This design comes from an exercise in tuning for small area, a short achievable clock period and few clock cycles per item on the open sky130 flow, not from production work.
In this exercise RTL edits were held to simulation tests only and were not proved equivalent to the original.
Power is estimated from default activity; no workload was simulated.

**run.sh**
```bash
#!/bin/bash
# synth_recipe.tcl (not shown) runs the flow's synth.tcl, then flattens the netlist and writes it again
# the make line also repeats each setting of config.mk as NAME=value (left out here)
make -C /OpenROAD-flow-scripts/flow DESIGN_CONFIG=/design/flow/config.mk WORK_HOME=/design/flow/orfs CLKGATE_MAP_FILE= SYNTH_SCRIPT=/design/flow/synth_recipe.tcl finish
```
**config.mk**
```make
export PLATFORM = sky130hd
export DESIGN_NAME = circular_deque
export DESIGN_NICKNAME = circular_deque
export VERILOG_FILES = /design/flow/design.v
export SDC_FILE = /design/flow/constraint.sdc
export NUM_CORES = 4
export LEC_CHECK = 0
export CAP_MARGIN = 20
export CORE_MARGIN = 2
export CORE_UTILIZATION = 50
export CTS_CLUSTER_DIAMETER = 70
export CTS_CLUSTER_SIZE = 25
export PLACE_DENSITY = 0.6
export SETUP_SLACK_MARGIN = 2.8
export SLEW_MARGIN = 20
export SYNTH_HIERARCHICAL = 1
```
**constraint.sdc**
```tcl
create_clock -name core_clock -period 5.5 [get_ports {clk}]
set_input_delay 1.1000 -clock core_clock [delete_from_list [all_inputs] [get_ports {clk}]]
set_output_delay 1.1000 -clock core_clock [all_outputs]
set_load 0.01 [all_outputs]
```
**design.v**
```verilog
`default_nettype none
package cd_pkg;
  localparam int DEPTH_DEFAULT = 128;
  localparam int DATA_W        = 32;
  localparam logic [1:0] ACT_PUSH_FRONT = 2'd0;
  localparam logic [1:0] ACT_PUSH_REAR  = 2'd1;
  localparam logic [1:0] ACT_POP_FRONT  = 2'd2;
  localparam logic [1:0] ACT_POP_REAR   = 2'd3;
  localparam logic [1:0] ST_DONE       = 2'd0;
  localparam logic [1:0] ST_FULL       = 2'd1;
  localparam logic [1:0] ST_EMPTY      = 2'd2;
  localparam logic [1:0] ST_RESERVED   = 2'd3;
  localparam int RES_W = DATA_W + 4;
endpackage
`default_nettype wire
`default_nettype none
module cd_ctrl (
  input  wire logic                     clk,
  input  wire logic                     rst_n,
  input  wire logic                     in_valid,
  output logic                          in_stall,
  output logic                          acc,
  input  wire logic [cd_pkg::RES_W-1:0] res,
  output logic                          out_valid,
  input  wire logic                     out_stall,
  output logic [cd_pkg::RES_W-1:0]      out_data
);
  logic                     three_r;    
  logic                     opv_r;
  logic                     ov_r, s1v_r, rv_r;
  logic [cd_pkg::RES_W-1:0] o_r, s1_r, r_r;
  logic o_free;       
  logic r_to_o;       
  logic r_to_s1;      
  logic r_free;       
  logic [1:0] n_held;
  assign in_stall = three_r && out_stall;
  assign acc      = in_valid && !in_stall;
  assign o_free   = !ov_r || !out_stall;
  assign r_to_o   = o_free && !s1v_r && rv_r;
  assign r_to_s1  = rv_r && !r_to_o && (!s1v_r || o_free);
  assign r_free   = !rv_r || r_to_o || r_to_s1;
  always_comb begin
    n_held = 2'(ov_r) + 2'(s1v_r) + 2'(rv_r) + 2'(opv_r) - 2'(ov_r && !out_stall);
  end
  always_ff @(posedge clk) begin
    if (!rst_n) begin
      three_r <= 1'b0;
      opv_r   <= 1'b0;
      ov_r    <= 1'b0;
      s1v_r   <= 1'b0;
      rv_r    <= 1'b0;
    end else begin
      three_r <= (n_held + 2'(acc)) == 2'd3;
      opv_r   <= acc;
      if (o_free) ov_r <= s1v_r || rv_r;
      if (o_free && s1v_r) s1v_r <= r_to_s1;
      else if (r_to_s1) s1v_r <= 1'b1;
      rv_r    <= opv_r || !r_free;
    end
  end
  always_ff @(posedge clk) begin
    if (!rst_n) begin
      o_r <= '0;
    end else if (o_free) begin
      o_r <= s1v_r ? s1_r : r_r;
    end
  end
  always_ff @(posedge clk) begin
    if (r_to_s1) s1_r <= r_r;
    if (opv_r) r_r <= res;
  end
  assign out_valid = ov_r;
  assign out_data  = o_r;
endmodule
`default_nettype wire
`default_nettype none
module cd_dpath #(
  parameter int DEPTH = cd_pkg::DEPTH_DEFAULT
) (
  input  wire logic                     clk,
  input  wire logic                     rst_n,
  input  wire logic                     acc,       
  input  wire logic [33:0]              in_data,   
  output logic [cd_pkg::RES_W-1:0]      res        
);
  localparam int IDX_W = $clog2(DEPTH);
  localparam int CNT_W = $clog2(DEPTH + 1);
  logic [cd_pkg::DATA_W-1:0] store_mem [DEPTH];
  logic [IDX_W-1:0] head_r, rear_r, head_nxt, rear_nxt;
  logic [CNT_W-1:0] cnt_r, cnt_nxt;
  logic             empty_r, full_r, empty_nxt, full_nxt;
  logic [cd_pkg::DATA_W-1:0] wdata_r;
  logic                      rear_r_op;    
  logic                      push_ok_r, pop_ok_r;
  logic [1:0]                status_r;
  logic [7:0]                wlo_r;        
  logic [DEPTH/8-1:0]        whi_r;        
  logic [IDX_W-1:0]          waddr_nxt;
  logic [DEPTH-1:0]          rsel_r;
  logic [IDX_W-1:0]          raddr_nxt;
  logic [cd_pkg::DATA_W-1:0] rd_word;
  logic                      in_pop, in_rear;
  always_comb begin
    head_nxt  = head_r;
    rear_nxt  = rear_r;
    cnt_nxt   = cnt_r;
    empty_nxt = empty_r;
    full_nxt  = full_r;
    if (push_ok_r) begin
      if (rear_r_op) rear_nxt = rear_r + 1'b1;
      else           head_nxt = head_r - 1'b1;
      cnt_nxt   = cnt_r + 1'b1;
      empty_nxt = 1'b0;
      full_nxt  = (cnt_r == CNT_W'(DEPTH - 1));
    end
    if (pop_ok_r) begin
      if (rear_r_op) rear_nxt = rear_r - 1'b1;
      else           head_nxt = head_r + 1'b1;
      cnt_nxt   = cnt_r - 1'b1;
      empty_nxt = (cnt_r == CNT_W'(1));
      full_nxt  = 1'b0;
    end
  end
  always_ff @(posedge clk) begin
    if (!rst_n) begin
      head_r  <= '0;
      rear_r  <= '1;
      cnt_r   <= '0;
      empty_r <= 1'b1;
      full_r  <= 1'b0;
    end else begin
      head_r  <= head_nxt;
      rear_r  <= rear_nxt;
      cnt_r   <= cnt_nxt;
      empty_r <= empty_nxt;
      full_r  <= full_nxt;
    end
  end
  assign in_pop    = in_data[33];
  assign in_rear   = in_data[32];
  assign raddr_nxt = in_rear ? rear_nxt : head_nxt;
  assign waddr_nxt = in_rear ? rear_nxt + 1'b1 : head_nxt - 1'b1;
  always_ff @(posedge clk) begin
    if (!rst_n) begin
      push_ok_r <= 1'b0;
      pop_ok_r  <= 1'b0;
    end else begin
      push_ok_r <= acc && !in_pop && !full_nxt;
      pop_ok_r  <= acc &&  in_pop && !empty_nxt;
    end
  end
  always_ff @(posedge clk) begin
    wdata_r   <= in_data[31:0];
    rear_r_op <= in_rear;
    status_r  <= in_pop ? (empty_nxt ? cd_pkg::ST_EMPTY : cd_pkg::ST_DONE)
                        : (full_nxt  ? cd_pkg::ST_FULL  : cd_pkg::ST_DONE);
    for (int i = 0; i < 8; i++)
      wlo_r[i] <= acc && !in_pop && !full_nxt && (waddr_nxt[2:0] == 3'(i));
    for (int i = 0; i < DEPTH/8; i++)
      whi_r[i] <= (waddr_nxt[IDX_W-1:3] == (IDX_W-3)'(i));
    for (int i = 0; i < DEPTH; i++)
      rsel_r[i] <= acc && in_pop && !empty_nxt && (raddr_nxt == IDX_W'(i));
  end
  always_ff @(posedge clk) begin
    for (int i = 0; i < DEPTH; i++)
      if (wlo_r[i % 8] && whi_r[i / 8]) store_mem[i] <= wdata_r;
  end
  localparam int RD_G = 8;
  localparam int RD_N = DEPTH / RD_G;
  logic [cd_pkg::DATA_W-1:0] rd_part [RD_N];
  for (genvar g = 0; g < RD_N; g++) begin : g_rd
    logic [RD_G*cd_pkg::DATA_W-1:0] grp_words;
    for (genvar k = 0; k < RD_G; k++) begin : g_w
      assign grp_words[k*cd_pkg::DATA_W +: cd_pkg::DATA_W] = store_mem[g*RD_G+k];
    end
    cd_rdgrp #(.N(RD_G), .W(cd_pkg::DATA_W)) u_grp (
      .sel   (rsel_r[g*RD_G +: RD_G]),
      .words (grp_words),
      .y     (rd_part[g])
    );
  end
  always_comb begin
    rd_word = '0;
    for (int g = 0; g < RD_N; g++) rd_word = rd_word | rd_part[g];
  end
  assign res = {rd_word, status_r, empty_nxt, full_nxt};
endmodule
`default_nettype wire
`default_nettype none
module cd_rdgrp #(
  parameter int N = 8,
  parameter int W = 32
) (
  input  wire logic [N-1:0]   sel,
  input  wire logic [N*W-1:0] words,
  output logic [W-1:0]        y
);
  always_comb begin
    y = '0;
    for (int i = 0; i < N; i++) y = y | (words[i*W +: W] & {W{sel[i]}});
  end
endmodule
`default_nettype wire
`default_nettype none
module circular_deque #(
  parameter int DEPTH = cd_pkg::DEPTH_DEFAULT
) (
  input  wire logic          clk,
  input  wire logic          rst_n,
  input  wire logic          in_valid,
  output logic               in_stall,
  input  wire logic [33:0]   in_data,
  output logic               out_valid,
  input  wire logic          out_stall,
  output logic [35:0]        out_data
);
  logic                     acc;
  logic [cd_pkg::RES_W-1:0] res;
  cd_ctrl u_ctrl (
    .clk       (clk),
    .rst_n     (rst_n),
    .in_valid  (in_valid),
    .in_stall  (in_stall),
    .acc       (acc),
    .res       (res),
    .out_valid (out_valid),
    .out_stall (out_stall),
    .out_data  (out_data)
  );
  cd_dpath #(
    .DEPTH (DEPTH)
  ) u_dpath (
    .clk      (clk),
    .rst_n    (rst_n),
    .acc      (acc),
    .in_data  (in_data),
    .res      (res)
  );
endmodule
`default_nettype wire
```
==> flow_metrics.env, run 1 <==
export IMPL_status="finished clean"
export IMPL_design_area_sq_um=171000
export IMPL_finalSetupTns_ns=0
export IMPL_antenna_found_initial=50
export IMPL_nets=8436
export IMPL_postLayoutCoreUtil=0.549
export IMPL_crit_cells=5
export IMPL_first_pass_iters=6
export IMPL_grt_use_total=0.290
export IMPL_grt_start_max_net_pins=82
export IMPL_coreArea_sq_um=312000
export IMPL_drt_wl_total_mm=473
export IMPL_grt_overflow_total=0
export IMPL_synth_nets=8311
export IMPL_grt_pass1_vias=79100
export IMPL_critPathLaunchType="register"
export IMPL_critPathMaxStageDelay_ns=1.04
export IMPL_hold_start="u_ctrl.r_r[17]$_DFFE_PP_"
export IMPL_highest_layer="met5"
export IMPL_worstPathArrival_ns=3.47
export IMPL_path_clk_slew_ns=0.10
export IMPL_cts_buffers=211
export IMPL_placed_area_sq_um=163000
export IMPL_h_tree_depth=4
export IMPL_wire_per_inst_um=37.3
export IMPL_gp_congestion=0.909
export IMPL_wl_met2_mm=218
export IMPL_crit_buf_inv=1
export IMPL_cellPowerDensity_nw_per_um2=332
export IMPL_fmax_mhz=356
export IMPL_wl_met1_mm=182
export IMPL_clock_sinks=4422
export IMPL_crit_start="u_dpath.rsel_r[94]$_DFF_P_"
export IMPL_worst_pin_slew_ns=1.20
export IMPL_hold_path_endpoint="u_ctrl.s1_r[17]$_DFFE_PP_"
export IMPL_grt_pass1_wl_mm=642
export IMPL_row_count=205
export IMPL_yosys_warnings=12
export IMPL_start_util=0.504
export IMPL_num_io_pins=76
export IMPL_finalPower_mw=57.0
export IMPL_syn_area_sq_um=157000
export IMPL_drive_gt1_frac=0.120
export IMPL_cap_viol_max_count=0
export IMPL_reg2reg_slack_ns=2.69
export IMPL_final_common_cell="edfxtp_1"
export IMPL_via_count=85800
export IMPL_worst_r2r_endpoint="u_ctrl.r_r[15]$_DFFE_PP_"
export IMPL_slew_headroom=0.197
export IMPL_rr_worst_depth=5
export IMPL_r2r_start="u_dpath.rsel_r[94]$_DFF_P_"
export IMPL_min_period_over_period=0.511
export IMPL_synth_cell_types=68
export IMPL_crit_fanout=32
export IMPL_cellLeakagePower_nw=51.4
export IMPL_whs_ns=0.462
export IMPL_ir_worst_vdd_v=0.000340
export IMPL_crit_path_frequent_cell="nand4_1"
export IMPL_synth_seq_area_share=0.828
export IMPL_vias_per_cell=6.78
export IMPL_drc_errors=0
export IMPL_die_height_um=565
export IMPL_final_cell_mix="edfxtp_1, a22oi_1, nand4_1, buf_4, clkbuf_16"
export IMPL_cp_required_ns=6.16
export IMPL_ys_ff_latch=4422
export IMPL_clock_tree_buffer_depth=4
export IMPL_clock_skew_ns=0.0670
export IMPL_slew_violations=0
export IMPL_critical_path_class="reg -> reg"
export IMPL_crit_family="simple AND/OR/NAND/NOR gates"
export IMPL_die_width_um=565
export IMPL_first_iter_violations=13600
export IMPL_synth_edff_count=4168
export IMPL_async_reset_ff_frac=0
export IMPL_die_area_sq_um=319000
export IMPL_postSynthAreaPerCell_sq_um=19.0
export IMPL_clk_latency_ns=0.96
export IMPL_whs_path_depth=0
export IMPL_cp_slowest_cell="nor4_2"
export IMPL_synth_cells=8261
export IMPL_setup_viol=0
export IMPL_crit_chain="buf_4 -> a22oi_1 -> nand4_1 -> nor4_2 -> nand4_1"
export IMPL_cts_root_buf="clkbuf_16"
export IMPL_ys_flop_type="edfxtp_1"
export IMPL_antenna_left=0
export IMPL_cp_end_kind="register"
export IMPL_dr_wl_met3_mm=55.1
export IMPL_cts_tree="yes"
export IMPL_fin_crit_ns=2.81
export IMPL_io_buffers=75
export IMPL_rsz0062_at_grt="true"
export IMPL_syn_to_final_growth_pct=8.97
export IMPL_hold_viol=0
export IMPL_hpwl_mm=267
export IMPL_hold_path_class="reg -> reg"
-- synthesized netlist by cell type (4+ instances only) --
library cell | instances | area [sq um]
dfxtp_1 | 254 | 5080
xnor2_1 | 15 | 131
nor2b_1 | 5 | 31.3
edfxtp_1 | 4168 | 125000
nor2_1 | 37 | 139
or2_2 | 5 | 31.3
nand2b_1 | 4 | 25.0
o21ai_0 | 6 | 30.0
a22oi_1 | 2050 | 15400
mux2i_1 | 4 | 40.0
buf_2 | 301 | 1510
buf_6 | 106 | 1190
a21oi_1 | 13 | 65.1
nor4_1 | 131 | 820
mux2_4 | 35 | 526
nand4_1 | 552 | 3450
xor2_1 | 10 | 87.6
nand3b_1 | 41 | 308
and2_1 | 137 | 857
nand2_1 | 25 | 93.8
and3_1 | 14 | 87.6
o211a_1 | 36 | 360
inv_1 | 15 | 56.3
nor3_1 | 150 | 751
a31oi_1 | 4 | 25.0
nand3_1 | 14 | 70.1
clkbuf_1 | 52 | 195
ha_1 | 10 | 125
-- kinds of logic (layout without fill, tap and decap cells) --
family / after synthesis / in the layout / share of synthesized area
xor gates and xnor gates: 26 / 26 / 0.00154
other: 0 / 20 / 0
muxes: 41 / 41 / 0.00374
and+or+nand+nor: 1138 / 1143 / 0.0438
adders and majority gates: 12 / 12 / 0.00105
buffers and inverters: 480 / 715 / 0.0193
AOI/OAI and AO/OA: 2142 / 2147 / 0.103
DFF: 4422 / 4422 / 0.828
-- power breakdown --
group	switching [mW]	internal, mW
combinational	0.951	0.332
clock	10.4	7.88
sequential	0.453	37.0
total	11.8	45.2
-- layer usage --
layer | vias to the layer above | track usage
met5 | - | 0
met4 | 14 | 0.101
met3 | 640 | 0.0633
met2 | 5026 | 0.443
met1 | 45100 | 0.415
li1 | 35000 | -
-- area by class of cell --
cell class | instances | area (sq um)
fill | 23800 | 141000
sequential | 4422 | 130000
multi-input combinational | 3369 | 25900
clock buffer | 273 | 5650
tap | 4140 | 5180
timing repair buffer | 367 | 3410
clock inverter | 60 | 782
inverter | 15 | 65.1
antenna | 20 | 50.0
-- worst max-delay path by stage --
stage,slack [ns],endpoint
global placement,1.25,u_dpath.rsel_r[39]$_DFF_P_
floorplan,2.52,u_ctrl.three_r$_SDFF_PN0_
detailed placement,1.26,u_dpath.rsel_r[23]$_DFF_P_
global route,2.74,u_dpath.whi_r[6]$_DFF_P_
finish,2.69,u_ctrl.r_r[15]$_DFFE_PP_
CTS,2.68,u_dpath.store_mem[58][2]$_DFFE_PP_
-- metrics by stage --
| stage | std cells | worst slack, ns |
|---|---|---|
| global placement | 12200 | 1.25 |
| floorplan | 8261 | 2.52 |
| detailed placement | 12200 | 1.26 |
| CTS | 12600 | 2.68 |
| global route | 12600 | 2.74 |
| finish | 12700 | 2.69 |
-- repair_timing --
action / CTS / global route
cloned: 12 / 2
gates resized for setup: 294 / 120
buffers inserted: 29 / 16
pin swaps: 21 / 26
endpoints found under the setup margin: 576 / 970
hold endpoints to repair: 0 / 0
hold buffers: 0 / 0
-- state kept, by name (all words and copies together), names as in the netlist, 2 cells and up --
name               cells
u_dpath.head_r         7
u_dpath.store_mem   4096
u_dpath.rsel_r       128
u_dpath.status_r       2
u_dpath.wdata_r       32
u_dpath.whi_r         16
u_ctrl.s1_r           36
u_ctrl.r_r            36
u_ctrl.o_r            36
u_dpath.rear_r         7
u_dpath.cnt_r          8
u_dpath.wlo_r          8
Testbench counts, summed over its fixed seeds: cycles 36,664, items 32,000.
==> inputs of run 2 (changes only) <==
--- a/config.mk
+++ b/config.mk
@@ -9,6 +9,6 @@
 export CORE_MARGIN = 2
-export CORE_UTILIZATION = 50
-export CTS_CLUSTER_DIAMETER = 70
-export CTS_CLUSTER_SIZE = 25
-export PLACE_DENSITY = 0.6
+export CORE_UTILIZATION = 55
+export CTS_CLUSTER_DIAMETER = 60
+export CTS_CLUSTER_SIZE = 20
+export PLACE_DENSITY = 0.65
 export SETUP_SLACK_MARGIN = 2.8
==> run 2 against run 1 <==
  * Still clean
  * Synthesized cell count did not move
  * Critical path depth unchanged
  * Clock-buffer cell count up 76
  * Non-clock buffer count up 5
  * Sequential share of layout area fell by 0.67 points
  * Sequential cell count unchanged
  * Sequential power hardly changed
  * Cell area rose by 0.86%
==> flow_metrics.env, run 2 <==
export IMPL_synthTopCellsByCount="edfxtp_1, a22oi_1, nand4_1"
export IMPL_wire_per_inst_um=37.0
export IMPL_reg_top3="u_dpath.store_mem: 4096 flops, u_dpath.rsel_r: 128 flops"
export IMPL_grt_pass1_wl_mm=625
export IMPL_min_period_over_period=0.512
export IMPL_cellLeakagePower_nw=52.5
export IMPL_worstPathArrival_ns=3.43
export IMPL_fin_ws_ns=2.68
export IMPL_muxShareOfSynthArea=0.00374
export IMPL_hold_viol=0
export IMPL_power_internal_mw=47.9
export IMPL_pre_cts_ws_ns=1.25
export IMPL_slew_violations=0
export IMPL_ys_ff_latch=4422
export IMPL_nets=8516
export IMPL_setup_viol=0
export IMPL_die_height_um=539
export IMPL_grt_start_max_net_pins=88
export IMPL_hold_path_class="reg -> reg"
export IMPL_cp_slowest_cell="nor4_1"
export IMPL_grt_use_total=0.307
export IMPL_slew_headroom=0.168
export IMPL_grt_overflow_total=0
export IMPL_power_frac_seq=0.619
export IMPL_postLayoutCoreUtil=0.607
export IMPL_cp_required_ns=6.11
export IMPL_syn_to_final_growth_pct=9.91
export IMPL_ir_worst_vdd_v=0.000354
export IMPL_yosys_area_share_simple=0.0438
export IMPL_fmax_mhz=355
export IMPL_vias_per_cell=6.94
export IMPL_postSynthAreaPerCell_sq_um=19.0
export IMPL_synth_edff_count=4168
export IMPL_h_tree_depth=5
export IMPL_yosys_area_top_type_share=0.796
export IMPL_whs_ns=0.413
export IMPL_clk_latency_ns=0.93
export IMPL_crit_path_frequent_cell="nand4_1"
export IMPL_largest_register="u_dpath.store_mem"
export IMPL_p_sw_mw=12.6
export IMPL_critPathMaxStageDelay_ns=1.02
export IMPL_multi_input_area_sq_um=25700
export IMPL_row_count=196
export IMPL_drc_errors=0
export IMPL_critPathLaunchType="register"
export IMPL_synthTopCellsByArea="edfxtp_1, a22oi_1, dfxtp_1"
export IMPL_rsz0062_at_grt="true"
export IMPL_largest_reg_flops=4096
export IMPL_status="finished clean"
export IMPL_rr_worst_depth=5
export IMPL_placed_cells=11900
export IMPL_cp_end_kind="register"
export IMPL_p_clk_frac=0.360
export IMPL_syn_area_sq_um=157000
export IMPL_crit_buf_inv=1
export IMPL_die_area_sq_um=290000
export IMPL_synth_nets=8311
export IMPL_gp_congestion=0.924
export IMPL_synthAdderAreaFrac=0.00105
export IMPL_ys_flop_type="edfxtp_1"
export IMPL_cellPowerDensity_nw_per_um2=350
export IMPL_yosys_warnings=12
export IMPL_io_buffers=75
export IMPL_async_reset_ff_frac=0
export IMPL_antenna_found_initial=27
export IMPL_clock_tree_buffer_depth=4
export IMPL_drive_gt1_frac=0.127
export IMPL_hpwl_mm=253
export IMPL_num_io_pins=76
export IMPL_whs_path_depth=0
export IMPL_clock_sinks=4422
export IMPL_antenna_left=0
export IMPL_synth_largest_area_cell="edfxtp_1"
export IMPL_path_clk_slew_ns=0.09
export IMPL_synth_compound_gate_area_share=0.103
export IMPL_seq_area_sq_um=130000
export IMPL_yosys_cell_count_top_type="edfxtp_1"
export IMPL_grt_pass1_vias=80100
export IMPL_crit_chain="buf_4 -> a22oi_1 -> nand4_1 -> nor4_1 -> nand4_1"
export IMPL_worst_pin_slew_ns=1.24
export IMPL_first_pass_iters=6
export IMPL_crit_family="simple AND/OR/NAND/NOR gates"
export IMPL_critical_path_class="reg -> reg"
export IMPL_first_iter_violations=13800
export IMPL_drt_wl_total_mm=458
export IMPL_p_sw_frac=0.208
export IMPL_synth_cells=8261
export IMPL_cts_root_buf="clkbuf_16"
export IMPL_crit_fanout=32
export IMPL_final_cell_mix="edfxtp_1, a22oi_1, nand4_1, clkbuf_16, buf_4"
export IMPL_finalSetupTns_ns=0
export IMPL_synth_top_family_by_area="compound AO/OA/AOI/OAI gates"
export IMPL_cts_buffers=285
export IMPL_stdcell_count=12400
export IMPL_die_width_um=539
export IMPL_crit_cells=5
export IMPL_clock_skew_ns=0.0429
export IMPL_n_fill_cell=19800
export IMPL_coreArea_sq_um=285000
export IMPL_cap_viol_max_count=0
export IMPL_synth_seq_area_share=0.828
export IMPL_pwr_share_comb=0.021
export IMPL_synthXorXnorAreaFrac=0.00154
export IMPL_fin_crit_ns=2.82
export IMPL_via_count=86100
export IMPL_start_util=0.552
export IMPL_synth_cell_types=68
export IMPL_final_common_cell="edfxtp_1"
export IMPL_cts_tree="yes"
-- run 2: logic make-up (layout without fill, tap and decap cells) --
family,count (synthesis),after routing
buf+inv,480,830
flops,4422,4422
simple gates,1138,1144
compound gates,2142,2147
mux,41,41
fa+ha+maj,12,12
other cells,0,19
xor+xnor,26,26
-- run 2: power groups by stage --
stage | Clock [mW] | Sequential [mW] | Combinational, mW
finish | 21.8 | 37.4 | 1.25
global placement | 0 | 38.2 | 0.993
detailed placement | 0 | 38.2 | 1.03
global route | 23.0 | 37.4 | 1.29
CTS | 21.9 | 37.4 | 1.14
floorplan | 0 | 38.1 | 0.376
-- run 2: final cells by class --
class,count,share of cell area
Clock buffer,349,0.0447
Antenna cell,19,0.000275
Inverter,15,0.000362
Clock inverter,94,0.00613
Tap cell,3762,0.0272
Sequential cell,4422,0.754
Timing Repair Buffer,372,0.0185
Multi-Input combinational cell,3370,0.149
-- run 2: routing by layer --
| layer | GRT usage | share of wire | vias up |
|---|---|---|---|
| met4 | 0.135 | 0.051 | 10 |
| met2 | 0.472 | 0.46 | 5472 |
| met5 | 0 | 0.00038 | - |
| met1 | 0.422 | 0.36 | 44600 |
| li1 | - | - | 35200 |
| met3 | 0.0740 | 0.12 | 797 |
-- run 2: through the flow --
step                      area (sq um)  total power, mW
final                           173000             60.4
after global routing            173000             61.8
after CTS                       172000             60.4
after detailed placement        162000             39.2
after global placement          162000             39.2
after floorplan                 157000             38.5
-- run 2: worst paths after layout --
path                              endpoint  slack, ns                      startpoint
setup / recovery  u_ctrl.r_r[22]$_DFFE_PP_       2.68      u_dpath.rsel_r[39]$_DFF_P_
hold / removal     u_ctrl.r_r[3]$_DFFE_PP_       0.41  u_dpath.status_r[1]$_SDFF_PN0_
setup reg to reg  u_ctrl.r_r[22]$_DFFE_PP_       2.68      u_dpath.rsel_r[39]$_DFF_P_
hold reg to reg    u_ctrl.r_r[3]$_DFFE_PP_       0.41  u_dpath.status_r[1]$_SDFF_PN0_
-- run 2: what timing repair did --
| action | CTS | global route |
|---|---|---|
| resized for setup | 194 | 103 |
| hold buffers | 0 | 0 |
| endpoints found under the setup margin | 662 | 189 |
| pin swaps | 14 | 17 |
| buffers inserted | 30 | 20 |
| gates cloned | 10 | 1 |
==> inputs of run 3 (changes only) <==
--- a/design.v
+++ b/design.v
@@ -141,4 +141,16 @@
   assign in_rear   = in_data[32];
-  assign raddr_nxt = in_rear ? rear_nxt : head_nxt;
-  assign waddr_nxt = in_rear ? rear_nxt + 1'b1 : head_nxt - 1'b1;
+  logic rear_up, rear_dn, head_up, head_dn;    
+  assign rear_up = push_ok_r &&  rear_r_op;
+  assign rear_dn = pop_ok_r  &&  rear_r_op;
+  assign head_dn = push_ok_r && !rear_r_op;
+  assign head_up = pop_ok_r  && !rear_r_op;
+  always_comb begin
+    if (in_rear) begin
+      raddr_nxt = rear_up ? rear_r + 7'd1 : rear_dn ? rear_r - 7'd1 : rear_r;
+      waddr_nxt = rear_up ? rear_r + 7'd2 : rear_dn ? rear_r        : rear_r + 7'd1;
+    end else begin
+      raddr_nxt = head_up ? head_r + 7'd1 : head_dn ? head_r - 7'd1 : head_r;
+      waddr_nxt = head_up ? head_r        : head_dn ? head_r - 7'd2 : head_r - 7'd1;
+    end
+  end
   always_ff @(posedge clk) begin
@@ -162,3 +174,3 @@
     for (int i = 0; i < DEPTH; i++)
-      rsel_r[i] <= acc && in_pop && !empty_nxt && (raddr_nxt == IDX_W'(i));
+      rsel_r[i] <= in_pop && !empty_nxt && (raddr_nxt == IDX_W'(i));
   end
--- a/config.mk
+++ b/config.mk
@@ -9,6 +9,6 @@
 export CORE_MARGIN = 2
-export CORE_UTILIZATION = 55
-export CTS_CLUSTER_DIAMETER = 60
-export CTS_CLUSTER_SIZE = 20
-export PLACE_DENSITY = 0.65
+export CORE_UTILIZATION = 50
+export CTS_CLUSTER_DIAMETER = 70
+export CTS_CLUSTER_SIZE = 25
+export PLACE_DENSITY = 0.6
 export SETUP_SLACK_MARGIN = 2.8
==> run 3 against run 2 <==
  * Still clean
  * Sequential cell count unchanged
  * Non-clock buffer count down 4
  * Area after synthesis rose by 0.27%
  * Utilization is 6.4 points lower
  * Sequential power about the same
  * Cell area decreased by 1.2%
==> flow_metrics.env, run 3 <==
export IMPL_reg_top3="u_dpath.store_mem: 4096 flops, u_dpath.rsel_r: 128 flops"
export IMPL_worst_pin_slew_ns=1.22
export IMPL_yosys_area_share_simple=0.0439
export IMPL_syn_area_sq_um=158000
export IMPL_clock_tree_buffer_depth=4
export IMPL_critical_path_class="reg -> reg"
export IMPL_path_clk_slew_ns=0.10
export IMPL_finalPower_mw=56.6
export IMPL_status="finished clean"
export IMPL_die_area_sq_um=320000
export IMPL_synthAdderAreaFrac=0.00136
export IMPL_hpwl_mm=264
export IMPL_die_height_um=566
export IMPL_drive_gt1_frac=0.114
export IMPL_ys_ff_latch=4422
export IMPL_cp_required_ns=6.07
export IMPL_synth_edff_count=4168
export IMPL_final_common_cell="edfxtp_1"
export IMPL_crit_fanout=32
export IMPL_first_iter_violations=13300
export IMPL_grt_pass1_wl_mm=636
export IMPL_slew_headroom=0.182
export IMPL_rsz0062_at_grt="false"
export IMPL_setup_viol=0
export IMPL_vias_per_cell=6.75
export IMPL_synthTopCellsByArea="edfxtp_1, a22oi_1, dfxtp_1"
export IMPL_clock_sinks=4422
export IMPL_cts_root_buf="clkbuf_16"
export IMPL_crit_chain="buf_4 -> and2_2"
export IMPL_synth_seq_area_share=0.826
export IMPL_nets=8466
export IMPL_ir_worst_vdd_v=0.000281
export IMPL_synthXorXnorAreaFrac=0.00214
export IMPL_drc_errors=0
export IMPL_clk_latency_ns=0.95
export IMPL_n_fill_cell=24100
export IMPL_postSynthAreaPerCell_sq_um=19.0
export IMPL_cts_buffers=211
export IMPL_hold_start="u_dpath.status_r[0]$_SDFF_PP0_"
export IMPL_cp_end_kind="register"
export IMPL_via_count=85800
export IMPL_ys_flop_type="edfxtp_1"
export IMPL_async_reset_ff_frac=0
export IMPL_clock_skew_ns=0.0617
export IMPL_finalSetupTns_ns=0
export IMPL_drt_wl_total_mm=469
export IMPL_die_width_um=566
export IMPL_yosys_warnings=12
export IMPL_synth_nets=8352
export IMPL_min_period_over_period=0.509
export IMPL_antenna_left=0
export IMPL_multi_input_area_sq_um=25400
export IMPL_row_count=206
export IMPL_hold_viol=0
export IMPL_cp_slowest_cell="dfxtp_1"
export IMPL_cellPowerDensity_nw_per_um2=331
export IMPL_syn_to_final_growth_pct=8.28
export IMPL_grt_overflow_total=0
export IMPL_grt_start_max_net_pins=75
export IMPL_yosys_area_top_type_share=0.794
export IMPL_fmax_mhz=357
export IMPL_yosys_cell_count_top_type="edfxtp_1"
export IMPL_coreArea_sq_um=314000
export IMPL_gp_congestion=0.900
export IMPL_synth_cell_types=69
export IMPL_num_io_pins=76
export IMPL_io_buffers=75
export IMPL_grt_use_total=0.286
export IMPL_start_util=0.502
export IMPL_reg2reg_slack_ns=2.70
export IMPL_critPathMaxStageDelay_ns=0.95
export IMPL_r2r_start="u_dpath.wlo_r[2]$_DFF_P_"
export IMPL_worst_r2r_endpoint="u_dpath.store_mem[82][27]$_DFFE_PP_"
export IMPL_synth_compound_gate_area_share=0.103
export IMPL_synth_largest_area_cell="edfxtp_1"
export IMPL_cellLeakagePower_nw=51.3
export IMPL_first_pass_iters=6
export IMPL_whs_path_depth=0
export IMPL_slew_violations=0
export IMPL_pre_cts_ws_ns=1.09
export IMPL_synthTopCellsByCount="edfxtp_1, a22oi_1, nand4_1"
export IMPL_cts_tree="yes"
export IMPL_final_cell_mix="edfxtp_1, a22oi_1, nand4_1, buf_4, clkbuf_16"
export IMPL_h_tree_depth=4
export IMPL_fin_ws_ns=2.70
export IMPL_hold_path_class="reg -> reg"
export IMPL_wire_per_inst_um=36.9
export IMPL_worstPathArrival_ns=3.37
export IMPL_antenna_found_initial=50
export IMPL_synth_cells=8298
export IMPL_hold_path_endpoint="u_ctrl.r_r[2]$_DFFE_PP_"
export IMPL_fin_crit_ns=2.80
export IMPL_muxShareOfSynthArea=0.00401
export IMPL_synth_top_family_by_area="compound AO/OA/AOI/OAI gates"
export IMPL_cap_viol_max_count=0
export IMPL_largest_register="u_dpath.store_mem"
export IMPL_largest_reg_flops=4096
export IMPL_seq_area_sq_um=130000
export IMPL_critPathLaunchType="register"
export IMPL_rr_worst_depth=2
export IMPL_grt_pass1_vias=79000
[run 3: cell count changes in the layout (fill, tap and decap cells not counted), moves of 11 or more]
cell,delta
dfxtp_1,-25
xor2_1,+12
buf_2,+14
buf_4,-11
dlygate4sd2_1,-21
nand2_1,+16
inv_6,-13
clkbuf_16,-81
dfxtp_4,+21
[run 3: how the worst max path moves through the flow]
stage | end | slack, ns | from
5_1_grt | u_dpath.rsel_r[76]$_DFF_P_ | 2.79 | u_dpath.head_r[1]$_SDFF_PN0_
3_3_place_gp | u_dpath.rsel_r[74]$_DFF_P_ | 1.07 | in_data[32]
3_5_place_dp | u_dpath.rsel_r[6]$_DFF_P_ | 1.09 | in_data[32]
6_report | u_dpath.store_mem[82][27]$_DFFE_PP_ | 2.70 | u_dpath.wlo_r[2]$_DFF_P_
2_1_floorplan | u_ctrl.three_r$_SDFF_PN0_ | 2.52 | out_stall
4_1_cts | u_dpath.store_mem[126][3]$_DFFE_PP_ | 2.67 | u_dpath.wlo_r[6]$_DFF_P_
[run 3: power breakdown]
group,internal [mW],total [mW],switching [mW]
Combinational,0.296,1.24,0.947
Clock,7.54,17.9,10.4
Sequential,36.9,37.4,0.456
[run 3: layer usage]
layer  vias to the layer above  global-route usage  routed length, um
met4                        20               0.106              19600
met3                       688              0.0500              50400
met5                         -                   0                135
li1                      35100                   -                  -
met2                      4920               0.448             218000
met1                     45100               0.405             181000
[run 3: stage by stage]
step,area (sq um),utilization,hold slack (ns),instances
2_1_floorplan,158000,-,0.386,8298
3_3_place_gp,163000,0.519,0.391,12300
3_5_place_dp,163000,0.519,0.391,12300
4_1_cts,170000,0.541,0.422,12700
5_1_grt,171000,0.543,0.430,12700
6_report,171000,0.543,0.406,12700
[run 3: final cells by class]
| type | count | share of cell area |
|---|---|---|
| timing repair inverter | 1 | 0.0000440 |
| antenna | 28 | 0.000410 |
| timing repair buffer | 368 | 0.0193 |
| clock buffer | 271 | 0.0335 |
| multi-input combinational | 3388 | 0.149 |
| tap | 4160 | 0.0305 |
| sequential | 4422 | 0.764 |
| inverter | 20 | 0.000462 |
| clock inverter | 56 | 0.00321 |
[run 3: critical path: cells and delay by family, from the launching register on]
kind | cells | cell delay (ns)
and+or+nand+nor | 1 | 0.91
DFF | 1 | 0.95
buffers and inverters | 1 | 0.52
[run 3: kinds of logic after synthesis]
logic type,Yosys count
DFF,4422
AOI/OAI and AO/OA,2155
and+or+nand+nor,1131
buffers and inverters,492
muxes,45
xor gates and xnor gates,37
adders and majority gates,16
[run 3: repair_timing]
item	CTS	global route
hold buffers	0	0
gates cloned	6	2
pin swaps	6	11
buffers inserted	16	8
setup endpoints to repair	806	272
resized for setup	244	93
Testbench counts of run 3, summed over its fixed seeds: cycles 36,664, items 32,000.
==> inputs of run 4 (changes only) <==
--- a/config.mk
+++ b/config.mk
@@ -10,6 +10,6 @@
 export CORE_UTILIZATION = 50
-export CTS_CLUSTER_DIAMETER = 70
+export CTS_CLUSTER_DIAMETER = 80
 export CTS_CLUSTER_SIZE = 25
 export PLACE_DENSITY = 0.6
-export SETUP_SLACK_MARGIN = 2.8
+export SETUP_SLACK_MARGIN = 2.7
 export SLEW_MARGIN = 20
==> run 4 against run 3 <==
  * Still clean on timing, DRC and antenna
  * Utilization down 0.31 points
  * Clock power down 4%
  * First-iteration DRC count up 1.1%
  * Critical path type unchanged
  * Largest cell class unchanged
  * Largest power group unchanged
  * Highest routed layer unchanged
==> flow_metrics.env, run 4 <==
export IMPL_synth_largest_area_cell="edfxtp_1"
export IMPL_crit_fanout=32
export IMPL_coreArea_sq_um=314000
export IMPL_async_reset_ff_frac=0
export IMPL_drc_errors=0
export IMPL_cap_viol_max_count=0
export IMPL_synth_edff_count=4168
export IMPL_synth_cell_types=69
export IMPL_rr_worst_depth=2
export IMPL_grt_pass1_vias=79000
export IMPL_die_area_sq_um=320000
export IMPL_vias_per_cell=6.74
export IMPL_postSynthAreaPerCell_sq_um=19.0
export IMPL_cts_root_buf="clkbuf_16"
export IMPL_die_width_um=566
export IMPL_critical_path_class="reg -> reg"
export IMPL_status="finished clean"
export IMPL_num_io_pins=76
export IMPL_reg_top3="u_dpath.store_mem: 4096 flops, u_dpath.rsel_r: 128 flops"
export IMPL_synth_cells=8298
export IMPL_worst_r2r_endpoint="u_dpath.store_mem[38][28]$_DFFE_PP_"
export IMPL_grt_start_max_net_pins=75
export IMPL_slew_headroom=0.141
export IMPL_crit_start="u_dpath.wlo_r[6]$_DFF_P_"
export IMPL_cts_tree="yes"
export IMPL_via_count=85600
export IMPL_fmax_mhz=348
export IMPL_yosys_area_top_type_share=0.794
export IMPL_drive_gt1_frac=0.103
export IMPL_synthTopCellsByCount="edfxtp_1, a22oi_1, nand4_1"
export IMPL_rsz0062_at_grt="true"
export IMPL_clk_latency_ns=0.95
export IMPL_cts_buffers=203
export IMPL_syn_to_final_growth_pct=7.65
export IMPL_h_tree_depth=4
export IMPL_gp_congestion=0.900
export IMPL_hold_path_class="reg -> reg"
export IMPL_path_clk_slew_ns=0.10
export IMPL_critPathMaxStageDelay_ns=1.05
export IMPL_cp_end_kind="register"
export IMPL_synthTopCellsByArea="edfxtp_1, a22oi_1, dfxtp_1"
export IMPL_fin_crit_ns=2.88
export IMPL_design_area_sq_um=170000
export IMPL_start_util=0.502
export IMPL_worst_pin_slew_ns=1.28
export IMPL_first_pass_iters=9
export IMPL_drt_wl_total_mm=469
export IMPL_setup_viol=0
export IMPL_largest_register="u_dpath.store_mem"
export IMPL_pre_cts_ws_ns=1.09
export IMPL_clock_skew_ns=0.0510
export IMPL_yosys_warnings=12
export IMPL_slew_violations=0
export IMPL_syn_area_sq_um=158000
export IMPL_largest_reg_flops=4096
export IMPL_cp_slowest_cell="dfxtp_1"
export IMPL_row_count=206
export IMPL_final_common_cell="edfxtp_1"
export IMPL_die_height_um=566
export IMPL_crit_end="u_dpath.store_mem[38][28]$_DFFE_PP_"
export IMPL_synth_seq_area_share=0.826
export IMPL_yosys_cell_count_top_type="edfxtp_1"
export IMPL_reg2reg_slack_ns=2.62
export IMPL_hold_viol=0
export IMPL_critPathLaunchType="register"
export IMPL_clock_tree_buffer_depth=4
export IMPL_io_buffers=75
export IMPL_antenna_found_initial=57
export IMPL_hpwl_mm=264
export IMPL_ys_ff_latch=4422
export IMPL_hold_buffers=0
export IMPL_crit_chain="buf_4 -> and2_2"
export IMPL_nets=8445
export IMPL_cp_required_ns=6.04
export IMPL_clock_sinks=4422
export IMPL_wire_per_inst_um=36.9
export IMPL_cellLeakagePower_nw=50.9
export IMPL_grt_use_total=0.286
export IMPL_first_iter_violations=13400
export IMPL_grt_pass1_wl_mm=635
export IMPL_final_cell_mix="edfxtp_1, a22oi_1, nand4_1, buf_4, clkbuf_16"
export IMPL_synth_nets=8352
export IMPL_ys_flop_type="edfxtp_1"
export IMPL_grt_overflow_total=0
export IMPL_ir_worst_vdd_v=0.000279
export IMPL_fin_ws_ns=2.62
export IMPL_finalSetupTns_ns=0
export IMPL_worstPathArrival_ns=3.42
export IMPL_cellPowerDensity_nw_per_um2=329
export IMPL_antenna_left=0
export IMPL_min_period_over_period=0.523
export IMPL_r2r_start="u_dpath.wlo_r[6]$_DFF_P_"
export IMPL_placed_area_sq_um=163000
-- run 4: cell count changes in the layout (fill, tap and decap cells not counted), moves of 9 or more --
cell           change
clkbuf_1          +31
dlygate4sd2_1     +23
buf_6             -19
and2_4            -17
and2_2            +16
clkbuf_16         -13
diode_2           +12
buf_12             -9
buf_4              +9
-- run 4: through the flow --
step | std cells | power, mW | hold slack, ns | util
after floorplan | 8298 | 38.5 | 0.386 | -
after detailed placement | 12300 | 39.3 | 0.391 | 0.519
after CTS | 12700 | 55.9 | 0.418 | 0.539
final | 12700 | 55.9 | 0.402 | 0.540
after global routing | 12700 | 57.1 | 0.428 | 0.540
after global placement | 12300 | 39.3 | 0.391 | 0.519
-- run 4: final cells by class --
class	instances	area, sq um
timing repair inverter	1	5.00
fill	24200	145000
tap	4160	5200
clock buffer	286	5480
inverter	20	78.8
antenna	40	100
timing repair buffer	356	3010
sequential	4422	130000
multi-input combinational	3387	25200
clock inverter	28	278
-- run 4: critical path, delay by kind of cell, from the launching register on --
family | cells | cell delay [ns]
buf+inv | 1 | 0.50
simple gates | 1 | 0.87
flops | 1 | 1.05
-- run 4: logic make-up (layout without fill, tap and decap cells) --
| group | after synthesis | after routing | share of synthesized area |
|---|---|---|---|
| DFF | 4422 | 4422 | 0.826 |
| AOI/OAI and AO/OA | 2155 | 2158 | 0.103 |
| and+or+nand+nor | 1131 | 1131 | 0.0439 |
| buffers and inverters | 492 | 691 | 0.0196 |
| muxes | 45 | 45 | 0.00401 |
| xor gates and xnor gates | 37 | 37 | 0.00214 |
| adders and majority gates | 16 | 16 | 0.00136 |
| other | 0 | 40 | 0 |
-- run 4: timing repair --
item / 4_1_cts / 5_1_grt
hold endpoints to repair: 0 / 0
resized for setup: 153 / 12
pin swaps: 5 / 3
setup endpoints to repair: 338 / 123
cloned: 4 / 2
buffers inserted: 8 / 4
-- run 4: how the worst min path moves through the flow --
stage                                         startpoint  slack [ns]  cells after the start                 endpoint
after floorplan           u_dpath.status_r[0]$_SDFF_PP0_        0.39                      0  u_ctrl.r_r[2]$_DFFE_PP_
final                     u_dpath.status_r[0]$_SDFF_PP0_        0.40                      0  u_ctrl.r_r[2]$_DFFE_PP_
after global routing      u_dpath.status_r[0]$_SDFF_PP0_        0.43                      0  u_ctrl.r_r[2]$_DFFE_PP_
after CTS                 u_dpath.status_r[0]$_SDFF_PP0_        0.42                      0  u_ctrl.r_r[2]$_DFFE_PP_
after global placement    u_dpath.status_r[0]$_SDFF_PP0_        0.39                      0  u_ctrl.r_r[2]$_DFFE_PP_
after detailed placement  u_dpath.status_r[0]$_SDFF_PP0_        0.39                      0  u_ctrl.r_r[2]$_DFFE_PP_
-- run 4: power by group --
part | internal (mW) | leakage (nW) | switching, mW
sequential | 36.9 | 39.6 | 0.450
combinational | 0.283 | 8.52 | 0.943
clock | 7.13 | 2.78 | 10.1
-- run 4: layer usage --
| layer | track usage | vias to the layer above | routed length [um] |
|---|---|---|---|
| met5 | 0 | - | 168 |
| met4 | 0.107 | 24 | 19800 |
| met3 | 0.0495 | 707 | 50300 |
| met2 | 0.449 | 4962 | 218000 |
| met1 | 0.403 | 44900 | 180000 |
| li1 | - | 35000 | - |
==> inputs of run 5 (changes only) <==
--- a/config.mk
+++ b/config.mk
@@ -10,6 +10,6 @@
 export CORE_UTILIZATION = 50
-export CTS_CLUSTER_DIAMETER = 80
+export CTS_CLUSTER_DIAMETER = 70
 export CTS_CLUSTER_SIZE = 25
 export PLACE_DENSITY = 0.6
-export SETUP_SLACK_MARGIN = 2.7
+export SETUP_SLACK_MARGIN = 2.9
 export SLEW_MARGIN = 20
==> run 5 against run 4 <==
  * Synthesized cell count is the same
  * Maximum frequency up 5.2%
  * Utilization is 0.45 points higher
  * Combinational power is essentially flat
  * Area after synthesis did not move
  * Critical path type unchanged
  * Highest routed layer unchanged
==> flow_metrics.env, run 5 <==
export IMPL_status="finished clean"
export IMPL_whs_path_depth=0
export IMPL_p_sw_frac=0.209
export IMPL_r2r_start="u_dpath.rsel_r[62]$_DFF_P_"
export IMPL_wire_per_inst_um=36.7
export IMPL_drt_wl_total_mm=467
export IMPL_path_clk_slew_ns=0.10
export IMPL_fmax_mhz=366
export IMPL_fin_crit_ns=2.74
export IMPL_start_util=0.502
export IMPL_critical_path_class="reg -> reg"
export IMPL_grt_use_total=0.285
export IMPL_rsz0062_at_grt="true"
export IMPL_grt_pass1_wl_mm=633
export IMPL_antenna_left=0
export IMPL_synthTopCellsByArea="edfxtp_1, a22oi_1, dfxtp_1"
export IMPL_hold_start="u_dpath.status_r[1]$_SDFF_PN0_"
export IMPL_power_frac_seq=0.658
export IMPL_synth_cell_types=69
export IMPL_cellLeakagePower_nw=51.4
export IMPL_cap_viol_max_count=0
export IMPL_crit_fanout=32
export IMPL_gp_congestion=0.880
export IMPL_async_reset_ff_frac=0
export IMPL_grt_overflow_total=0
export IMPL_synth_nets=8352
export IMPL_crit_path_frequent_cell="nand4_1"
export IMPL_syn_to_final_growth_pct=8.55
export IMPL_die_width_um=566
export IMPL_final_common_cell="edfxtp_1"
export IMPL_synth_edff_count=4168
export IMPL_grt_pass1_vias=78900
export IMPL_drc_errors=0
export IMPL_placed_area_sq_um=163000
export IMPL_cp_slowest_cell="nor4_1"
export IMPL_crit_start="u_dpath.rsel_r[62]$_DFF_P_"
export IMPL_coreArea_sq_um=314000
export IMPL_row_count=206
export IMPL_drive_gt1_frac=0.121
export IMPL_crit_chain="buf_4 -> a22oi_1 -> nand4_1 -> nor4_1 -> nand4_1"
export IMPL_die_height_um=566
export IMPL_slew_violations=0
export IMPL_cts_root_buf="clkbuf_16"
export IMPL_pwr_share_comb=0.022
export IMPL_worstPathArrival_ns=3.36
export IMPL_stdcell_count=12700
export IMPL_grt_start_max_net_pins=87
export IMPL_cp_required_ns=6.12
export IMPL_p_sw_mw=11.9
export IMPL_first_pass_iters=8
export IMPL_nets=8461
export IMPL_hold_viol=0
export IMPL_critPathMaxStageDelay_ns=0.85
export IMPL_slew_headroom=0.188
export IMPL_cts_buffers=213
export IMPL_design_area_sq_um=171000
export IMPL_hold_path_class="reg -> reg"
export IMPL_synth_cells=8298
export IMPL_io_buffers=75
export IMPL_h_tree_depth=4
export IMPL_ys_ff_latch=4422
export IMPL_yosys_cell_count_top_type="edfxtp_1"
export IMPL_die_area_sq_um=320000
export IMPL_first_iter_violations=12800
export IMPL_reg_top3="u_dpath.store_mem: 4096 flops, u_dpath.rsel_r: 128 flops"
export IMPL_antenna_found_initial=29
export IMPL_cellPowerDensity_nw_per_um2=332
export IMPL_synth_seq_area_share=0.826
export IMPL_syn_area_sq_um=158000
export IMPL_synth_largest_area_cell="edfxtp_1"
export IMPL_final_cell_mix="edfxtp_1, a22oi_1, nand4_1, buf_4, clkbuf_16"
export IMPL_power_internal_mw=45.0
export IMPL_clk_latency_ns=0.95
export IMPL_n_fill_cell=24200
export IMPL_largest_register="u_dpath.store_mem"
export IMPL_ys_flop_type="edfxtp_1"
export IMPL_min_period_over_period=0.497
export IMPL_clock_skew_ns=0.0517
export IMPL_cp_end_kind="register"
export IMPL_largest_reg_flops=4096
export IMPL_yosys_warnings=12
export IMPL_hpwl_mm=267
export IMPL_setup_viol=0
export IMPL_placed_cells=12300
export IMPL_finalSetupTns_ns=0
export IMPL_worst_pin_slew_ns=1.21
export IMPL_clock_sinks=4422
export IMPL_yosys_area_top_type_share=0.794
export IMPL_critPathLaunchType="register"
export IMPL_p_clk_frac=0.321
export IMPL_ir_worst_vdd_v=0.000352
export IMPL_synthTopCellsByCount="edfxtp_1, a22oi_1, nand4_1"
export IMPL_via_count=85200
export IMPL_vias_per_cell=6.70
export IMPL_postSynthAreaPerCell_sq_um=19.0
export IMPL_whs_ns=0.414
export IMPL_cts_tree="yes"
export IMPL_clock_tree_buffer_depth=4
export IMPL_finalPower_mw=56.9
export IMPL_hold_buffers=0
export IMPL_num_io_pins=76
export IMPL_rr_worst_depth=5
run 5: cell types whose count changed in the layout (fill, tap and decap cells not counted), moves of 26 or more:
cell / delta
and2_2: -61
and2_4: +62
buf_4: -40
buf_6: +46
dfxtp_2: +26
diode_2: -26
run 5: logic make-up (layout without fill, tap and decap cells):
| family | count (synthesis) | in the layout | synth area share |
|---|---|---|---|
| AOI/OAI and AO/OA | 2155 | 2160 | 0.103 |
| xor gates and xnor gates | 37 | 37 | 0.00214 |
| adders and majority gates | 16 | 16 | 0.00136 |
| buffers and inverters | 492 | 740 | 0.0196 |
| DFF | 4422 | 4422 | 0.826 |
| muxes | 45 | 45 | 0.00401 |
| other | 0 | 14 | 0 |
| and+or+nand+nor | 1131 | 1131 | 0.0439 |
run 5: critical path, delay by kind of cell, from the launching register on:
family	cells	cell delay [ns]
buf+inv	1	0.27
simple gates	3	1.44
compound gates	1	0.28
flops	1	0.34
run 5: what timing repair did:
item	4_1_cts	5_1_grt
cloned	5	2
gates resized for setup	368	134
endpoints found under the setup margin	2038	348
hold endpoints to repair	0	0
buffers inserted	11	16
pin swaps	17	41
run 5: final cells by class:
class	instances	area [sq um]	area share
Antenna cell	14	35.0	0.000205
Clock buffer	295	5750	0.0336
Clock inverter	64	696	0.00406
Inverter	20	78.8	0.000460
Multi-Input combinational cell	3389	25700	0.150
Sequential cell	4422	130000	0.762
Tap cell	4160	5200	0.0304
Timing Repair Buffer	360	3210	0.0187
Timing Repair inverter	1	7.51	0.0000438
run 5: power by group through the flow:
stage | clock network (mW) | logic, mW | registers, mW
final | 18.2 | 1.25 | 37.4
after global routing | 19.4 | 1.30 | 37.4
after CTS | 18.3 | 1.17 | 37.4
after detailed placement | 0 | 1.13 | 38.2
after global placement | 0 | 1.11 | 38.1
after floorplan | 0 | 0.403 | 38.0
run 5: final timing paths:
path / endpoint / slack (ns)
min: u_ctrl.r_r[3]$_DFFE_PP_ / 0.41
max reg2reg: u_ctrl.r_r[21]$_DFFE_PP_ / 2.76
max: u_ctrl.r_r[21]$_DFFE_PP_ / 2.76
min reg2reg: u_ctrl.r_r[3]$_DFFE_PP_ / 0.41
run 5: per-stage QoR:
stage               setup WS (ns)  utilization
floorplan                    2.52            -
global placement             1.22        0.519
detailed placement           1.23        0.519
CTS                          2.71        0.542
global route                 2.83        0.544
finish                       2.76        0.544
run 5: layer usage:
layer | vias up | GRT usage | part of all wire
met5 | - | 0 | 0.00020
met4 | 14 | 0.110 | 0.045
met2 | 4603 | 0.438 | 0.46
li1 | 35100 | - | -
met1 | 44900 | 0.405 | 0.39
met3 | 641 | 0.0541 | 0.11
==> inputs of run 6 (changes only) <==
==> flow/run.sh (new file) <==
#!/bin/bash
set -euo pipefail
export CTS_ARGS="-sink_clustering_enable -repair_clock_nets -sink_clustering_size 25 -sink_clustering_max_diameter 70 -dont_use_dummy_load"
bash standard.sh > standard.log 2>&1
==> standard.sh (new file) <==
#!/bin/bash
# synth_recipe.tcl (not shown) runs the flow's synth.tcl, then flattens the netlist and writes it again
# the make line also repeats each setting of config.mk as NAME=value (left out here)
make -C /OpenROAD-flow-scripts/flow DESIGN_CONFIG=/design/flow/config.mk WORK_HOME=/design/flow/orfs CLKGATE_MAP_FILE= SYNTH_SCRIPT=/design/flow/synth_recipe.tcl "${@:-finish}"
--- a/config.mk
+++ b/config.mk
@@ -13,3 +13,3 @@
 export PLACE_DENSITY = 0.6
-export SETUP_SLACK_MARGIN = 2.9
+export SETUP_SLACK_MARGIN = 2.8
 export SLEW_MARGIN = 20
removed: run.sh
==> run 6 against run 5 <==
  * The layout now fails its checks (antenna rules)
  * Clock skew grew 0.071 ns
  * Register-to-register slack lost 0.11 ns
  * Synthesized cell count unchanged
  * Via count up 0.35%
  * Critical path depth fell by 3
  * Cell count is 0.91% lower
  * Sequential power barely moved
  * Total power down 2.7%
  * Utilization decreased by 0.44 points
  * Critical endpoint is now u_dpath.store_mem[98][11]$_DFFE_PP_
==> flow_metrics.env, run 6 <==
export IMPL_fin_ws_ns=2.66
export IMPL_grt_use_met3=0.0516
export IMPL_wire_per_inst_um=37.2
export IMPL_largest_reg_flops=4096
export IMPL_critical_path_class="reg -> reg"
export IMPL_crit_start="u_dpath.wlo_r[2]$_DFF_P_"
export IMPL_ir_worst_vdd_v=0.000282
export IMPL_synthTopCellsByCount="edfxtp_1, a22oi_1, nand4_1"
export IMPL_cp_end_kind="register"
export IMPL_status="failed layout checks"
export IMPL_syn_to_final_growth_pct=7.67
export IMPL_path_clk_slew_ns=0.10
export IMPL_r2r_start="u_dpath.wlo_r[2]$_DFF_P_"
export IMPL_hold_path_class="reg -> reg"
export IMPL_reg2reg_slack_ns=2.66
export IMPL_syn_area_sq_um=158000
export IMPL_violations="antenna rules"
export IMPL_setup_viol=0
export IMPL_drc_errors=0
export IMPL_vias_per_cell=6.78
export IMPL_synth_nets=8352
export IMPL_start_util=0.502
export IMPL_h_tree_depth=4
export IMPL_cellPowerDensity_nw_per_um2=326
export IMPL_hold_viol=0
export IMPL_gp_congestion=0.900
export IMPL_clock_skew_ns=0.123
export IMPL_cts_tree="yes"
export IMPL_antenna_left=1
export IMPL_use_met1=0.403
export IMPL_cts_root_buf="clkbuf_16"
export IMPL_die_height_um=566
export IMPL_synthXorXnorAreaFrac=0.00214
export IMPL_yosys_area_top_type_share=0.794
export IMPL_synth_top_family_by_area="compound AO/OA/AOI/OAI gates"
export IMPL_grt_pass1_wl_mm=635
export IMPL_synthAdderAreaFrac=0.00136
export IMPL_slew_violations=0
export IMPL_use_met2=0.448
export IMPL_hpwl_mm=264
export IMPL_critPathLaunchType="register"
export IMPL_min_period_over_period=0.517
export IMPL_cp_required_ns=6.04
export IMPL_crit_end="u_dpath.store_mem[98][11]$_DFFE_PP_"
export IMPL_antenna_found_initial=48
export IMPL_grt_overflow_total=0
export IMPL_ys_ff_latch=4422
export IMPL_cellLeakagePower_nw=50.9
export IMPL_yosys_warnings=12
export IMPL_grt_pass1_vias=78900
export IMPL_die_width_um=566
export IMPL_pre_cts_ws_ns=1.09
export IMPL_clk_latency_ns=0.95
export IMPL_top_usage_layer="met2"
export IMPL_postSynthAreaPerCell_sq_um=19.0
export IMPL_ys_flop_type="edfxtp_1"
export IMPL_yosys_cell_count_top_type="edfxtp_1"
export IMPL_synth_largest_area_cell="edfxtp_1"
export IMPL_cap_viol_max_count=0
export IMPL_slew_headroom=0.216
export IMPL_coreArea_sq_um=314000
export IMPL_final_cell_mix="edfxtp_1, a22oi_1, nand4_1, buf_4, clkbuf_16"
export IMPL_finalSetupTns_ns=0
export IMPL_io_buffers=75
export IMPL_crit_fanout=32
export IMPL_drive_gt1_frac=0.109
export IMPL_nets=8473
export IMPL_synth_seq_area_share=0.826
export IMPL_yosys_area_share_simple=0.0439
export IMPL_synth_compound_gate_area_share=0.103
export IMPL_hold_buffers=0
export IMPL_num_io_pins=76
export IMPL_reg_top3="u_dpath.store_mem: 4096 flops, u_dpath.rsel_r: 128 flops"
export IMPL_fmax_mhz=352
export IMPL_clock_sinks=4422
export IMPL_grt_start_max_net_pins=75
export IMPL_row_count=206
export IMPL_drt_wl_total_mm=469
export IMPL_muxShareOfSynthArea=0.00401
export IMPL_die_area_sq_um=320000
export IMPL_via_count=85500
export IMPL_grt_use_total=0.286
export IMPL_final_common_cell="edfxtp_1"
export IMPL_async_reset_ff_frac=0
export IMPL_cts_buffers=211
export IMPL_fin_crit_ns=2.84
export IMPL_worst_r2r_endpoint="u_dpath.store_mem[98][11]$_DFFE_PP_"
export IMPL_rsz0062_at_grt="true"
export IMPL_synth_edff_count=4168
export IMPL_largest_register="u_dpath.store_mem"
export IMPL_first_iter_violations=13200
export IMPL_rr_worst_depth=2
export IMPL_first_pass_iters=8
export IMPL_worst_pin_slew_ns=1.16
export IMPL_clock_tree_buffer_depth=4
export IMPL_synthTopCellsByArea="edfxtp_1, a22oi_1, dfxtp_1"
export IMPL_synth_cells=8298
export IMPL_synth_cell_types=69
export IMPL_worstPathArrival_ns=3.38
[run 6: cell count changes in the layout (fill, tap and decap cells not counted), sizes merged]
| cell | before | now |
|---|---|---|
| clkdlybuf4s50 | 34 | 35 |
| bufinv | 5 | 0 |
| buf | 323 | 318 |
| clkdlybuf4s15 | 0 | 14 |
| diode | 14 | 32 |
| clkinv | 34 | 0 |
| dlygate4sd2 | 1 | 2 |
| o32a | 7 | 5 |
| inv | 38 | 19 |
| clkbuf | 296 | 215 |
| a21oi | 8 | 9 |
| clkinvlp | 8 | 2 |
| bufbuf | 1 | 2 |
[run 6: per-layer routing]
layer	wire length, um	part of all wire
met5	100	0.00021
met4	19800	0.042
met3	50600	0.11
met2	218000	0.47
met1	180000	0.38
[run 6: critical path, stage by stage (launching register included)]
cell,delay [ns]
dfxtp_1,0.97
buf_4,0.52
and2_2,0.91
[run 6: how the worst min path moves through the flow]
stage / from / to / slack (ns) / cells after the start
after floorplan: u_dpath.status_r[0]$_SDFF_PP0_ / u_ctrl.r_r[2]$_DFFE_PP_ / 0.39 / 0
after global routing: u_dpath.status_r[0]$_SDFF_PP0_ / u_ctrl.r_r[2]$_DFFE_PP_ / 0.42 / 0
final: u_dpath.status_r[0]$_SDFF_PP0_ / u_ctrl.r_r[2]$_DFFE_PP_ / 0.40 / 0
after global placement: u_dpath.status_r[0]$_SDFF_PP0_ / u_ctrl.r_r[2]$_DFFE_PP_ / 0.39 / 0
after CTS: u_dpath.status_r[0]$_SDFF_PP0_ / u_ctrl.r_r[2]$_DFFE_PP_ / 0.42 / 0
after detailed placement: u_dpath.status_r[0]$_SDFF_PP0_ / u_ctrl.r_r[2]$_DFFE_PP_ / 0.39 / 0
[run 6: through the flow]
stage	instances	util	cell area, sq um	hold WS (ns)	power [mW]
2_1_floorplan	8298	-	158000	0.386	38.5
3_3_place_gp	12300	0.519	163000	0.391	39.3
3_5_place_dp	12300	0.519	163000	0.391	39.3
4_1_cts	12600	0.538	169000	0.416	55.3
5_1_grt	12600	0.540	170000	0.418	56.6
6_report	12600	0.540	170000	0.403	55.3
[run 6: logic make-up (layout without fill, tap and decap cells)]
logic type	Yosys count	in the layout
adder cells (fa/ha/maj)	16	16
AO/OA/AOI/OAI	2155	2159
AND/OR/NAND/NOR	1131	1131
other	0	32
multiplexers	45	45
XOR/XNOR	37	37
flip-flops	4422	4422
buffers and inverters	492	607
[run 6: area by class of cell]
type                    count  area, sq um
fillers                 24100       145000
flip-flops and latches   4422       130000
multi-input cells        3388        25400
clock buffers             211         5280
well taps                4160         5200
repair buffers            375         3320
diodes                     32         80.1
inverters                  20         78.8
repair inverters            1         7.51
[run 6: timing repair]
| item | 4_1_cts | 5_1_grt |
|---|---|---|
| pin swaps | 7 | 6 |
| endpoints found under the setup margin | 824 | 190 |
| cloned | 6 | 5 |
| buffers inserted | 12 | 15 |
| gates resized for setup | 238 | 90 |
[run 6: power breakdown]
| group | internal, mW | total, mW | switching (mW) | leakage, nW |
|---|---|---|---|---|
| sequential | 36.9 | 37.4 | 0.452 | 39.6 |
| clock | 6.84 | 16.7 | 9.84 | 2.60 |
| combinational | 0.294 | 1.25 | 0.951 | 8.70 |
==> inputs of run 7 (changes only) <==
--- a/design.v
+++ b/design.v
@@ -96,4 +96,3 @@
   logic [1:0]                status_r;
-  logic [7:0]                wlo_r;        
-  logic [DEPTH/8-1:0]        whi_r;        
+  logic [DEPTH-1:0]          wsel_r;       
   logic [IDX_W-1:0]          waddr_nxt;
@@ -169,6 +168,4 @@
                         : (full_nxt  ? cd_pkg::ST_FULL  : cd_pkg::ST_DONE);
-    for (int i = 0; i < 8; i++)
-      wlo_r[i] <= acc && !in_pop && !full_nxt && (waddr_nxt[2:0] == 3'(i));
-    for (int i = 0; i < DEPTH/8; i++)
-      whi_r[i] <= (waddr_nxt[IDX_W-1:3] == (IDX_W-3)'(i));
+    for (int i = 0; i < DEPTH; i++)
+      wsel_r[i] <= acc && !in_pop && !full_nxt && (waddr_nxt == IDX_W'(i));
     for (int i = 0; i < DEPTH; i++)
@@ -178,3 +175,3 @@
     for (int i = 0; i < DEPTH; i++)
-      if (wlo_r[i % 8] && whi_r[i / 8]) store_mem[i] <= wdata_r;
+      if (wsel_r[i]) store_mem[i] <= wdata_r;
   end
==> run.sh (new file) <==
#!/bin/bash
# synth_recipe.tcl (not shown) runs the flow's synth.tcl, then flattens the netlist and writes it again
# the make line also repeats each setting of config.mk as NAME=value (left out here)
make -C /OpenROAD-flow-scripts/flow DESIGN_CONFIG=/design/flow/config.mk WORK_HOME=/design/flow/orfs CLKGATE_MAP_FILE= SYNTH_SCRIPT=/design/flow/synth_recipe.tcl finish
removed: flow/run.sh
removed: standard.sh
==> run 7 against run 6 <==
  * Register-to-register slack about the same
  * Clock power up 12%
  * Worst hold slack improved by 0.022 ns
  * Largest power group unchanged
  * Via count up 4.9%
  * Sequential cell count is 104 higher
  * Clock skew fell by 0.055 ns
  * The run now finishes clean
  * Largest cell class unchanged
  * Total power rose by 5.0%
  * Wire length up 7.2%
  * Die area is 1.3% higher
==> flow_metrics.env, run 7 <==
export IMPL_yosys_cell_count_top_type="edfxtp_1"
export IMPL_crit_start="u_dpath.rsel_r[14]$_DFF_P_"
export IMPL_wire_per_inst_um=38.6
export IMPL_row_count=207
export IMPL_critPathMaxStageDelay_ns=1.10
export IMPL_path_clk_slew_ns=0.10
export IMPL_synth_cell_types=89
export IMPL_synth_nets=8500
export IMPL_clock_sinks=4526
export IMPL_placed_area_sq_um=166000
export IMPL_hold_path_class="reg -> reg"
export IMPL_antenna_found_initial=57
export IMPL_final_common_cell="edfxtp_1"
export IMPL_grt_use_total=0.304
export IMPL_final_cell_mix="edfxtp_1, a22oi_1, nand4_1, buf_4, clkbuf_16"
export IMPL_crit_buf_inv=1
export IMPL_vias_per_cell=6.88
export IMPL_critical_path_class="reg -> reg"
export IMPL_yosys_area_share_simple=0.0415
export IMPL_clock_tree_buffer_depth=4
export IMPL_status="finished clean"
export IMPL_antenna_left=0
export IMPL_crit_path_frequent_cell="nand4_1"
export IMPL_drive_gt1_frac=0.129
export IMPL_synthTopCellsByArea="edfxtp_1, a22oi_1, dfxtp_1"
export IMPL_cp_end_kind="register"
export IMPL_postSynthAreaPerCell_sq_um=18.9
export IMPL_cts_tree="yes"
export IMPL_synthTopCellsByCount="edfxtp_1, a22oi_1, nand4_1"
export IMPL_hold_start="u_dpath.status_r[1]$_SDFF_PN0_"
export IMPL_p_sw_frac=0.207
export IMPL_setup_viol=0
export IMPL_nets=8754
export IMPL_p_sw_mw=12.0
export IMPL_die_height_um=569
export IMPL_min_period_over_period=0.515
export IMPL_largest_register="u_dpath.store_mem"
export IMPL_async_reset_ff_frac=0
export IMPL_cts_root_buf="clkbuf_16"
export IMPL_drt_wl_total_mm=503
export IMPL_via_count=89700
export IMPL_synthAdderAreaFrac=0.00135
export IMPL_crit_fanout=16
export IMPL_grt_pass1_wl_mm=683
export IMPL_die_width_um=569
export IMPL_muxShareOfSynthArea=0.00391
export IMPL_worstPathArrival_ns=3.50
export IMPL_syn_area_sq_um=160000
export IMPL_cp_slowest_cell="nor4_4"
[run 7: worst paths after layout]
| kind | endpoint |
|---|---|
| max reg2reg | u_ctrl.r_r[15]$_DFFE_PP_ |
| min | u_ctrl.r_r[3]$_DFFE_PP_ |
| max | u_ctrl.r_r[15]$_DFFE_PP_ |
| min reg2reg | u_ctrl.r_r[3]$_DFFE_PP_ |
[run 7: metal layers]
metal  part of all wire  vias up  track usage
met1               0.38    47200        0.430
met4              0.048       26        0.130
met5            0.00037        -            0
li1                   -    35900            -
met2               0.46     5808        0.463
met3               0.11      824       0.0580
[run 7: kinds of logic (layout without fill, tap and decap cells)]
kind of cell               after synthesis  after routing
and+or+nand+nor                       1150           1150
DFF                                   4526           4526
muxes                                   44             44
xor gates and xnor gates                38             38
adders and majority gates               16             16
buffers and inverters                  488            873
AOI/OAI and AO/OA                     2184           2184
other                                    0             21
[run 7: worst register-to-register path: cells and delay by family, from the launching register on]
family / cells / cell delay (ns)
AOI/OAI and AO/OA: 1 / 0.20
and+or+nand+nor: 3 / 1.84
buffers and inverters: 1 / 0.16
DFF: 1 / 0.37
[run 7: power groups by stage]
stage	Combinational [mW]	Clock, mW	Sequential (mW)
2_1_floorplan	0.415	0	38.8
3_3_place_gp	1.12	0	38.8
3_5_place_dp	1.16	0	38.9
4_1_cts	1.22	18.8	38.1
5_1_grt	1.32	20.0	38.1
6_report	1.28	18.7	38.1
[run 7: area by class of cell]
cell class                 instances  area [sq um]
sequential                      4526        133000
multi-input combinational       3432         25500
fill                           24200        143000
clock inverter                    61           739
antenna                           21          52.6
clock buffer                     289          5900
timing repair buffer             504          4570
inverter                          19          71.3
tap                             4180          5230
[run 7: timing repair]
action                     4_1_cts  5_1_grt
gates cloned                     9        0
setup buffers                   42       17
pin swaps                       30       18
gates resized for setup        304       62
setup endpoints to repair      311      268
[run 7: stage by stage]
| step | worst slack (ns) | std cells | hold slack, ns | utilization | power [mW] |
|---|---|---|---|---|---|
| finish | 2.67 | 13000 | 0.425 | 0.549 | 58.1 |
| global route | 2.80 | 13000 | 0.439 | 0.549 | 59.4 |
| CTS | 2.63 | 13000 | 0.423 | 0.548 | 58.1 |
| detailed placement | 1.42 | 12600 | 0.401 | 0.522 | 40.0 |
| global placement | 0.758 | 12600 | 0.401 | 0.522 | 40.0 |
| floorplan | 2.52 | 8446 | 0.386 | - | 39.2 |
Testbench counts of run 7, summed over its fixed seeds: cycles 36,664, items 32,000.

Re-timed with assumed drivers on the ports (clkbuf_16 on the clock, buf_2 on other inputs), run 7 has 2.667 ns of setup slack against 2.667 ns with ideal ports, and 1.749 ns once port delays also move by the mid clock arrival of 1.032 ns.
